From an optimization exercise on the open Yosys and OpenROAD flow, aimed at small area and a short achievable clock period; shortcuts taken in it are not production practice.
The RTL was checked by simulation tests, not by an equivalence proof against the original design.

==> build 21: inputs <==
==> flow/design.v <==
`default_nettype none
package cnn_pkg;
    localparam int FLOAT_EXP_W = 8;      
    localparam int FLOAT_MAN_W = 23;     
    localparam int FLOAT_BIAS  = 127;    
    typedef logic [FLOAT_EXP_W+FLOAT_MAN_W:0] float_t;
    typedef struct packed {
        logic   valid;
        float_t value;
    } result_t;
endpackage
`default_nettype wire
`default_nettype none
module fp_padd #(
    parameter int N = 27
) (
    input  logic [N-1:0] x,
    input  logic [N-1:0] y,
    input  logic         cin,
    output logic [N:0]   s
);
    localparam int L = $clog2(N);
    logic [N-1:0] g, t;
    logic [N-1:0] G [L+1];
    logic [N-1:0] P [L+1];
    logic [N-1:0] c;    
    assign g = x & y;
    assign t = x | y;
    assign G[0] = {g[N-1:1], g[0] | (t[0] & cin)};
    assign P[0] = t;
    for (genvar l = 0; l < L; l++) begin : g_lv
        for (genvar i = 0; i < N; i++) begin : g_b
            if (((i >> l) & 1) && !(l == 0 && i == 1)) begin : g_op
                localparam int J = ((i >> l) << l) - 1;
                assign G[l+1][i] = G[l][i] | (P[l][i] & G[l][J]);
                assign P[l+1][i] = P[l][i] & P[l][J];
            end else if (l == 0 && i == 1) begin : g_one
                assign G[1][1] = g[1] | (t[1] & g[0]) | (t[1] & t[0] & cin);
                assign P[1][1] = t[1] & t[0];
            end else begin : g_pass
                assign G[l+1][i] = G[l][i];
                assign P[l+1][i] = P[l][i];
            end
        end
    end
    for (genvar i = 0; i < N; i++) begin : g_c
        if (i >= 2 && (i & (i - 1)) == 0) begin : g_pow
            localparam int M = $clog2(i);
            assign c[i] = (g[i] | (t[i] & G[M-1][i-1]))
                        | ((t[i] & P[M-1][i-1]) & G[L][i/2-1]);
        end else begin : g_else
            assign c[i] = G[L][i];
        end
    end
    assign s[0] = x[0] ^ (y[0] ^ cin);
    for (genvar i = 1; i < N; i++) begin : g_s
        assign s[i] = x[i] ^ (y[i] ^ c[i-1]);
    end
    assign s[N] = c[N-1];
endmodule
module fp_stage #(
    parameter int W   = 1,
    parameter bit REG = 1'b0
) (
    input  logic         clk,
    input  logic [W-1:0] d,
    output logic [W-1:0] q
);
    if (REG) begin : g_reg
        always_ff @(posedge clk) q <= d;
    end else begin : g_wire
        assign q = d;
    end
endmodule
module fp_add_pipe #(
    parameter bit [4:0] CUT = 5'b10100,
    parameter bit       PRE = 1'b0
) (
    input  logic        clk,
    input  logic [31:0] a,
    input  logic [31:0] b,
    output logic [31:0] sum
);
    logic [31:0] cmp;
    logic [8:0]  dab, dba;
    logic [7:0]  ed;
    logic [70:0] pc_d, rc_q;
    logic [31:0] ra, rb;
    logic [7:0]  ea, eb;
    logic        za, zb;
    logic        a_big;
    logic [62:0] p0_d, r0_q;
    fp_padd #(.N(31)) u_cmp (.x(a[30:0]), .y(~b[30:0]), .cin(1'b1), .s(cmp));
    fp_padd #(.N(8))  u_dab (.x(a[30:23]), .y(~b[30:23]), .cin(1'b1), .s(dab));
    fp_padd #(.N(8))  u_dba (.x(b[30:23]), .y(~a[30:23]), .cin(1'b1), .s(dba));
    assign ed = dab[8] ? dab[7:0] : dba[7:0];
    assign pc_d = {a, b, cmp[31], |ed[7:5], ed[4:0]};
    fp_stage #(.W(71), .REG(PRE)) u_sc (.clk(clk), .d(pc_d), .q(rc_q));
    assign ra    = rc_q[70:39];
    assign rb    = rc_q[38:7];
    assign a_big = rc_q[6];
    assign ea = ra[30:23];
    assign eb = rb[30:23];
    assign za = (ea == 8'd0);
    assign zb = (eb == 8'd0);
    assign p0_d = {
        a_big ? ra[31] : rb[31],                             
        ra[31] ^ rb[31],                                     
        a_big ? ea : eb,                                     
        rc_q[5:0],                                           
        a_big ? ra[22:0] : rb[22:0],                         
        a_big ? {~zb, rb[22:0]} : {~za, ra[22:0]}            
    };
    fp_stage #(.W(63), .REG(CUT[0])) u_s0 (.clk(clk), .d(p0_d), .q(r0_q));
    logic [4:0]  r0_sh;
    logic [23:0] r0_ms;
    logic [25:0] s0, s1, s2, s3, s4, s5;
    logic        t1, t2, t3, t4, t5;
    logic [26:0] aligned;
    logic [59:0] p1_d, r1_q;
    assign r0_sh = r0_q[51:47];
    assign r0_ms = r0_q[23:0];
    assign s0 = {r0_ms, 2'b00};
    assign s1 = r0_sh[4] ? {16'd0, s0[25:16]} : s0;  assign t1 = r0_sh[4] & |s0[15:0];
    assign s2 = r0_sh[3] ? {8'd0, s1[25:8]}   : s1;  assign t2 = t1 | (r0_sh[3] & |s1[7:0]);
    assign s3 = r0_sh[2] ? {4'd0, s2[25:4]}   : s2;  assign t3 = t2 | (r0_sh[2] & |s2[3:0]);
    assign s4 = r0_sh[1] ? {2'd0, s3[25:2]}   : s3;  assign t4 = t3 | (r0_sh[1] & |s3[1:0]);
    assign s5 = r0_sh[0] ? {1'd0, s4[25:1]}   : s4;  assign t5 = t4 | (r0_sh[0] & s4[0]);
    assign aligned = (r0_q[52] | ~r0_ms[23]) ? {26'd0, r0_ms[23]} : {s5, t5};
    assign p1_d = {r0_q[62:53], r0_q[46:24], aligned ^ {27{r0_q[61]}}};   
    fp_stage #(.W(60), .REG(CUT[1])) u_s1 (.clk(clk), .d(p1_d), .q(r1_q));
    logic        r1_sub;
    logic [7:0]  r1_el;
    logic [27:0] t;
    logic [27:0] sr;
    logic [36:0] p2_d, r2_q;
    assign r1_sub = r1_q[58];
    assign r1_el  = r1_q[57:50];
    fp_padd #(.N(27)) u_add (
        .x   ({r1_el != 8'd0, r1_q[49:27], 3'b000}),
        .y   (r1_q[26:0]),
        .cin (r1_sub),
        .s   (t)
    );
    assign sr = {t[27] ^ r1_sub, t[26:0]};
    assign p2_d = {r1_q[59], r1_el, sr};   
    fp_stage #(.W(37), .REG(CUT[2])) u_s2 (.clk(clk), .d(p2_d), .q(r2_q));
    logic [27:0] r2_r;
    logic [26:0] n1, n2, n3, n4, n5;
    logic        z16, z8, z4, z2, z1;
    logic [26:0] norm;
    logic [4:0]  lz;
    logic [40:0] p3_d, r3_q;
    assign r2_r = r2_q[27:0];
    assign z16 = ~|r2_r[26:11]; assign n1 = z16 ? {r2_r[10:0], 16'd0} : r2_r[26:0];
    assign z8  = ~|n1[26:19];   assign n2 = z8  ? {n1[18:0], 8'd0}  : n1;
    assign z4  = ~|n2[26:23];   assign n3 = z4  ? {n2[22:0], 4'd0}  : n2;
    assign z2  = ~|n3[26:25];   assign n4 = z2  ? {n3[24:0], 2'd0}  : n3;
    assign z1  = ~n4[26];       assign n5 = z1  ? {n4[25:0], 1'd0}  : n4;
    assign norm = r2_r[27] ? {r2_r[27:2], r2_r[1] | r2_r[0]} : n5;
    assign lz   = r2_r[27] ? 5'd0 : {z16, z8, z4, z2, z1};
    assign p3_d = {r2_q[36], r2_r[27], r2_q[35:28], lz, norm[26:2], norm[1] | norm[0]};
    fp_stage #(.W(41), .REG(CUT[3])) u_s3 (.clk(clk), .d(p3_d), .q(r3_q));
    logic [25:0] r3_n;
    logic [7:0]  r3_el;
    logic [4:0]  r3_lz;
    logic        r3_c;
    logic        zero;
    logic        ru;
    logic        rc;
    logic [24:0] mr;
    logic [8:0]  e0, e1, el1, lz_ge;
    logic [7:0]  lzx;
    logic        uf;
    logic [31:0] p4_d;
    assign r3_n  = r3_q[25:0];    
    assign r3_lz = r3_q[30:26];
    assign r3_el = r3_q[38:31];
    assign r3_c  = r3_q[39];
    assign zero = (&r3_lz) | (r3_el == 8'd0);
    assign ru = r3_n[1] & (r3_n[0] | r3_n[2]);
    fp_padd #(.N(24)) u_inc (.x(r3_n[25:2]), .y(24'd0), .cin(ru), .s(mr));
    assign rc = ru & (&r3_n[25:2]);   
    assign lzx = r3_c ? 8'hff : {3'b000, r3_lz};
    fp_padd #(.N(8)) u_e0  (.x(r3_el), .y(~lzx), .cin(1'b1), .s(e0));
    fp_padd #(.N(8)) u_el1 (.x(r3_el), .y(8'd0), .cin(1'b1), .s(el1));
    fp_padd #(.N(8)) u_e1  (.x(el1[7:0]), .y(~lzx), .cin(1'b1), .s(e1));
    fp_padd #(.N(8)) u_uf  (.x({3'b000, r3_lz}), .y(~r3_el), .cin(1'b1), .s(lz_ge));
    assign uf = ~r3_c & lz_ge[8];
    always_comb begin
        if (zero)    p4_d = 32'd0;
        else if (uf) p4_d = {r3_q[40], 31'd0};
        else         p4_d = {r3_q[40], rc ? e1[7:0] : e0[7:0], mr[22:0]};
    end
    fp_stage #(.W(32), .REG(CUT[4])) u_s4 (.clk(clk), .d(p4_d), .q(sum));
endmodule
`default_nettype wire
`default_nettype none
module channel_sum_tree #(
    parameter int       NUM_CHANNELS = 16,
    parameter bit       IN_REG = 1'b1,
    parameter bit [4:0] CUT1 = 5'b10100,
    parameter bit       PRE1 = 1'b0,
    parameter bit [4:0] CUT2 = 5'b10100,
    parameter bit [4:0] CUT3 = 5'b10100,
    parameter bit [4:0] CUT4 = 5'b10100
) (
    input  logic                                 clk,
    input  logic                                 rst,
    input  logic                                 in_valid,
    input  cnn_pkg::float_t [NUM_CHANNELS-1:0]   in_data,
    output cnn_pkg::result_t                     tree_sum
);
    localparam int LAT = int'(IN_REG) + int'(PRE1)
        + int'(CUT1[0]) + int'(CUT1[1]) + int'(CUT1[2]) + int'(CUT1[3]) + int'(CUT1[4])
        + int'(CUT2[0]) + int'(CUT2[1]) + int'(CUT2[2]) + int'(CUT2[3]) + int'(CUT2[4])
        + int'(CUT3[0]) + int'(CUT3[1]) + int'(CUT3[2]) + int'(CUT3[3]) + int'(CUT3[4])
        + int'(CUT4[0]) + int'(CUT4[1]) + int'(CUT4[2]) + int'(CUT4[3]) + int'(CUT4[4]);
    cnn_pkg::float_t [NUM_CHANNELS-1:0] x;
    cnn_pkg::float_t s1 [8];
    cnn_pkg::float_t s2 [4];
    cnn_pkg::float_t s3 [2];
    cnn_pkg::float_t s4;
    logic [LAT:0]    vld;
    fp_stage #(.W(32 * NUM_CHANNELS), .REG(IN_REG)) u_in (.clk(clk), .d(in_data), .q(x));
    for (genvar p = 0; p < 8; p++) begin : g_l1
        fp_add_pipe #(.CUT(CUT1), .PRE(PRE1)) u_add (.clk(clk), .a(x[2*p]), .b(x[2*p+1]), .sum(s1[p]));
    end
    for (genvar p = 0; p < 4; p++) begin : g_l2
        fp_add_pipe #(.CUT(CUT2)) u_add (.clk(clk), .a(s1[2*p]), .b(s1[2*p+1]), .sum(s2[p]));
    end
    for (genvar p = 0; p < 2; p++) begin : g_l3
        fp_add_pipe #(.CUT(CUT3)) u_add (.clk(clk), .a(s2[2*p]), .b(s2[2*p+1]), .sum(s3[p]));
    end
    fp_add_pipe #(.CUT(CUT4)) u_l4 (.clk(clk), .a(s3[0]), .b(s3[1]), .sum(s4));
    assign vld[0] = in_valid;
    always_ff @(posedge clk or posedge rst) begin
        if (rst) vld[LAT:1] <= '0;
        else     vld[LAT:1] <= vld[LAT-1:0];
    end
    assign tree_sum.valid = vld[LAT];
    assign tree_sum.value = s4;
endmodule
`default_nettype wire
`default_nettype none
module bias_relu #(
    parameter cnn_pkg::float_t BIAS =
        cnn_pkg::float_t'((cnn_pkg::FLOAT_BIAS + 1) << cnn_pkg::FLOAT_MAN_W),
    parameter bit [4:0] CUT = 5'b00100
) (
    input  logic              clk,
    input  logic              rst,
    input  cnn_pkg::result_t  tree_sum,
    output cnn_pkg::result_t  activation
);
    localparam int LAT = int'(CUT[0]) + int'(CUT[1]) + int'(CUT[2]) + int'(CUT[3]) + int'(CUT[4]);
    cnn_pkg::float_t biased;
    logic [LAT:0]    vld;
    fp_add_pipe #(.CUT(CUT)) u_bias_add (.clk(clk), .a(tree_sum.value), .b(BIAS), .sum(biased));
    assign vld[0] = tree_sum.valid;
    if (LAT > 0) begin : g_vld
        always_ff @(posedge clk or posedge rst) begin
            if (rst) vld[LAT:1] <= '0;
            else     vld[LAT:1] <= vld[LAT-1:0];
        end
    end
    always_ff @(posedge clk or posedge rst) begin
        if (rst) activation.valid <= 1'b0;
        else     activation.valid <= vld[LAT];
    end
    always_ff @(posedge clk) begin
        activation.value <= biased[31] ? 32'd0 : biased;
    end
endmodule
`default_nettype wire
`default_nettype none
module conv_output_stage #(
    parameter int NUM_CHANNELS = 16,    
    parameter cnn_pkg::float_t BIAS =
        cnn_pkg::float_t'((cnn_pkg::FLOAT_BIAS + 1) << cnn_pkg::FLOAT_MAN_W)
) (
    input  logic                                 clk,
    input  logic                                 rst,
    input  logic                                 in_valid,
    input  cnn_pkg::float_t [NUM_CHANNELS-1:0]   in_data,
    output cnn_pkg::result_t                     activation
);
    cnn_pkg::result_t tree_sum;
    channel_sum_tree #(
        .NUM_CHANNELS (NUM_CHANNELS),
        .IN_REG       (1'b0),
        .CUT1         (5'b10100),
        .PRE1         (1'b1),
        .CUT2         (5'b01010),
        .CUT3         (5'b10101),
        .CUT4         (5'b01010)
    ) u_channel_sum_tree (
        .clk      (clk),
        .rst      (rst),
        .in_valid (in_valid),
        .in_data  (in_data),
        .tree_sum (tree_sum)
    );
    bias_relu #(
        .BIAS (BIAS),
        .CUT  (5'b00101)
    ) u_bias_relu (
        .clk        (clk),
        .rst        (rst),
        .tree_sum   (tree_sum),
        .activation (activation)
    );
endmodule
`default_nettype wire
==> flow/flow/run.sh <==
#!/bin/bash
# The standard layout (the standard.sh, unchanged synthesis and steps),
# with the port buffers made from sky130_fd_sc_hd__buf_4 instead of the
# default choice (a slow delay buffer). Every port still gets its buffer.
set -euo pipefail
export BUFFER_PORTS_ARGS="-buffer_cell sky130_fd_sc_hd__buf_4"
bash standard.sh > standard.log 2>&1
==> flow/standard.sh <==
#!/bin/bash
# synth_recipe.tcl (not shown) runs the flow's synth.tcl, then flattens the netlist and writes it again
# the make line also repeats each setting of config.mk as NAME=value (left out here)
make -C /OpenROAD-flow-scripts/flow DESIGN_CONFIG=/design/flow/config.mk WORK_HOME=/design/flow/orfs CLKGATE_MAP_FILE= SYNTH_SCRIPT=/design/flow/synth_recipe.tcl "${@:-finish}"
==> flow/config.mk <==
export PLATFORM = sky130hd
export DESIGN_NAME = conv_output_stage
export DESIGN_NICKNAME = conv_output_stage
export VERILOG_FILES = /design/flow/design.v
export SDC_FILE = /design/flow/constraint.sdc
export NUM_CORES = 4
export LEC_CHECK = 0
export ABC_AREA = 1
export CAP_MARGIN = 50
export CORE_MARGIN = 2
export CORE_UTILIZATION = 60
export PLACE_DENSITY = 0.7
export SLEW_MARGIN = 70
==> flow/constraint.sdc <==
create_clock -name core_clock -period 19.0 [get_ports {clk}]
set_input_delay 3.8000 -clock core_clock [delete_from_list [all_inputs] [get_ports {clk}]]
set_output_delay 3.8000 -clock core_clock [all_outputs]
set_load 0.01 [all_outputs]
==> build 44: changes against build 21 <==
--- a/flow/design.v
+++ b/flow/design.v
@@ -60,2 +60,56 @@
 endmodule
+module fp_cadd #(
+    parameter int N = 8
+) (
+    input  logic [N-1:0] x,
+    input  logic [N-1:0] y,
+    output logic [N:0]   s0,
+    output logic [N:0]   s1
+);
+    localparam int L = $clog2(N);
+    logic [N-1:0] g, t;
+    logic [N-1:0] G [L+1];
+    logic [N-1:0] P [L+1];
+    logic [N-1:0] c0, c1;
+    assign g = x & y;
+    assign t = x | y;
+    assign G[0] = g;
+    assign P[0] = t;
+    for (genvar l = 0; l < L; l++) begin : g_lv
+        for (genvar i = 0; i < N; i++) begin : g_b
+            if ((i >> l) & 1) begin : g_op
+                localparam int J = ((i >> l) << l) - 1;
+                assign G[l+1][i] = G[l][i] | (P[l][i] & G[l][J]);
+                assign P[l+1][i] = P[l][i] & P[l][J];
+            end else begin : g_pass
+                assign G[l+1][i] = G[l][i];
+                assign P[l+1][i] = P[l][i];
+            end
+        end
+    end
+    for (genvar i = 0; i < N; i++) begin : g_c
+        if (i == 1) begin : g_one
+            assign c0[i] = g[1] | (t[1] & x[0] & y[0]);
+            assign c1[i] = g[1] | (t[1] & x[0]) | (t[1] & y[0]);
+        end else if (i >= 2 && (i & (i - 1)) == 0) begin : g_pow
+            localparam int M = $clog2(i);
+            logic gh, ph;
+            assign gh = g[i] | (t[i] & G[M-1][i-1]);
+            assign ph = t[i] & P[M-1][i-1];
+            assign c0[i] = gh | (ph & G[L][i/2-1]);
+            assign c1[i] = gh | (ph & (G[L][i/2-1] | P[L][i/2-1]));
+        end else begin : g_else
+            assign c0[i] = G[L][i];
+            assign c1[i] = G[L][i] | P[L][i];
+        end
+    end
+    assign s0[0] = x[0] ^ y[0];
+    assign s1[0] = ~(x[0] ^ y[0]);
+    for (genvar i = 1; i < N; i++) begin : g_s
+        assign s0[i] = x[i] ^ (y[i] ^ c0[i-1]);
+        assign s1[i] = x[i] ^ (y[i] ^ c1[i-1]);
+    end
+    assign s0[N] = c0[N-1];
+    assign s1[N] = c1[N-1];
+endmodule
 module fp_stage #(
@@ -84,3 +138,3 @@
     logic [31:0] cmp;
-    logic [8:0]  dab, dba;
+    logic [8:0]  dab;
     logic [7:0]  ed;
@@ -93,2 +147,3 @@
     fp_padd #(.N(31)) u_cmp (.x(a[30:0]), .y(~b[30:0]), .cin(1'b1), .s(cmp));
+    logic [8:0]  dba;
     fp_padd #(.N(8))  u_dab (.x(a[30:23]), .y(~b[30:23]), .cin(1'b1), .s(dab));
@@ -171,3 +226,4 @@
     logic [24:0] mr;
-    logic [8:0]  e0, e1, el1, lz_ge;
+    logic [8:0]  e0, e1, el1;
+    logic [5:0]  lz_ge;
     logic [7:0]  lzx;
@@ -184,7 +240,6 @@
     assign lzx = r3_c ? 8'hff : {3'b000, r3_lz};
-    fp_padd #(.N(8)) u_e0  (.x(r3_el), .y(~lzx), .cin(1'b1), .s(e0));
     fp_padd #(.N(8)) u_el1 (.x(r3_el), .y(8'd0), .cin(1'b1), .s(el1));
-    fp_padd #(.N(8)) u_e1  (.x(el1[7:0]), .y(~lzx), .cin(1'b1), .s(e1));
-    fp_padd #(.N(8)) u_uf  (.x({3'b000, r3_lz}), .y(~r3_el), .cin(1'b1), .s(lz_ge));
-    assign uf = ~r3_c & lz_ge[8];
+    fp_cadd #(.N(8)) u_e (.x(el1[7:0]), .y(~lzx), .s0(e0), .s1(e1));
+    fp_padd #(.N(5)) u_uf (.x(r3_lz), .y(~r3_el[4:0]), .cin(1'b1), .s(lz_ge));
+    assign uf = ~r3_c & (r3_el[7:5] == 3'd0) & lz_ge[5];
     always_comb begin
==> flow/flow/run.sh (replaced) <==
#!/bin/bash
# The standard layout (the standard.sh: unchanged synthesis and steps)
# with two changes to how the layout is made:
#  - the port buffers are sky130_fd_sc_hd__buf_2 instead of the default
#    choice (a slow delay buffer); every port still gets its own buffer;
#  - clock tree synthesis runs with its standard arguments but without
#    dummy loads.
set -euo pipefail
export BUFFER_PORTS_ARGS="-buffer_cell sky130_fd_sc_hd__buf_2"
export CTS_ARGS="-sink_clustering_enable -repair_clock_nets -dont_use_dummy_load"
bash standard.sh > standard.log 2>&1
==> notes <==
Build 21 ran to the end with no violations. Build 44 finished with timing, DRC and antenna clean.
Against build 44, the clock skew of build 21 is lower by 7.1 ps.
Of build 44 and build 21, build 21 has the higher synthesized cell count (gap about 1.6%, measured against build 21).
Between build 44 and build 21, the lower synthesized area is in build 44 (gap about 1.1%, measured against build 21).
Between build 21 and build 44, the lower register-to-register slack is in build 21 (gap 20 ps).
In build 21 the cell area is larger than in build 44, by 3.7%.

## what the ideal ports hide
In the flow no input, the clock included, has a driving cell. The finished layouts below were timed again as built, in two steps. Step 1 assumes that a clkbuf_16 drives the clock port and a buf_2 every other input. Step 2 moves the port delays by t, midway between the first and last clock arrival at a register: inputs arrive t later, outputs are due t later. That takes back most of the time a late clock gives input paths. Slacks: no drivers / after step 1 / after step 2; pairs: no drivers / after step 1.
| run | t (ns) | setup slack, ns | hold WS [ns] |
|---|---|---|---|
| build 21 | 1.022 | 13.744 / 13.639 / 12.813 | 0.324 / 0.324 / 0.324 |
| build 44 | 0.978 | 13.680 / 13.726 / 12.787 | 0.325 / 0.325 / 0.325 |
After both steps every run listed still meets setup and hold. The setup slack of build 21, which loses most, moves by -0.105 ns with the drivers and by -0.931 ns with both steps.
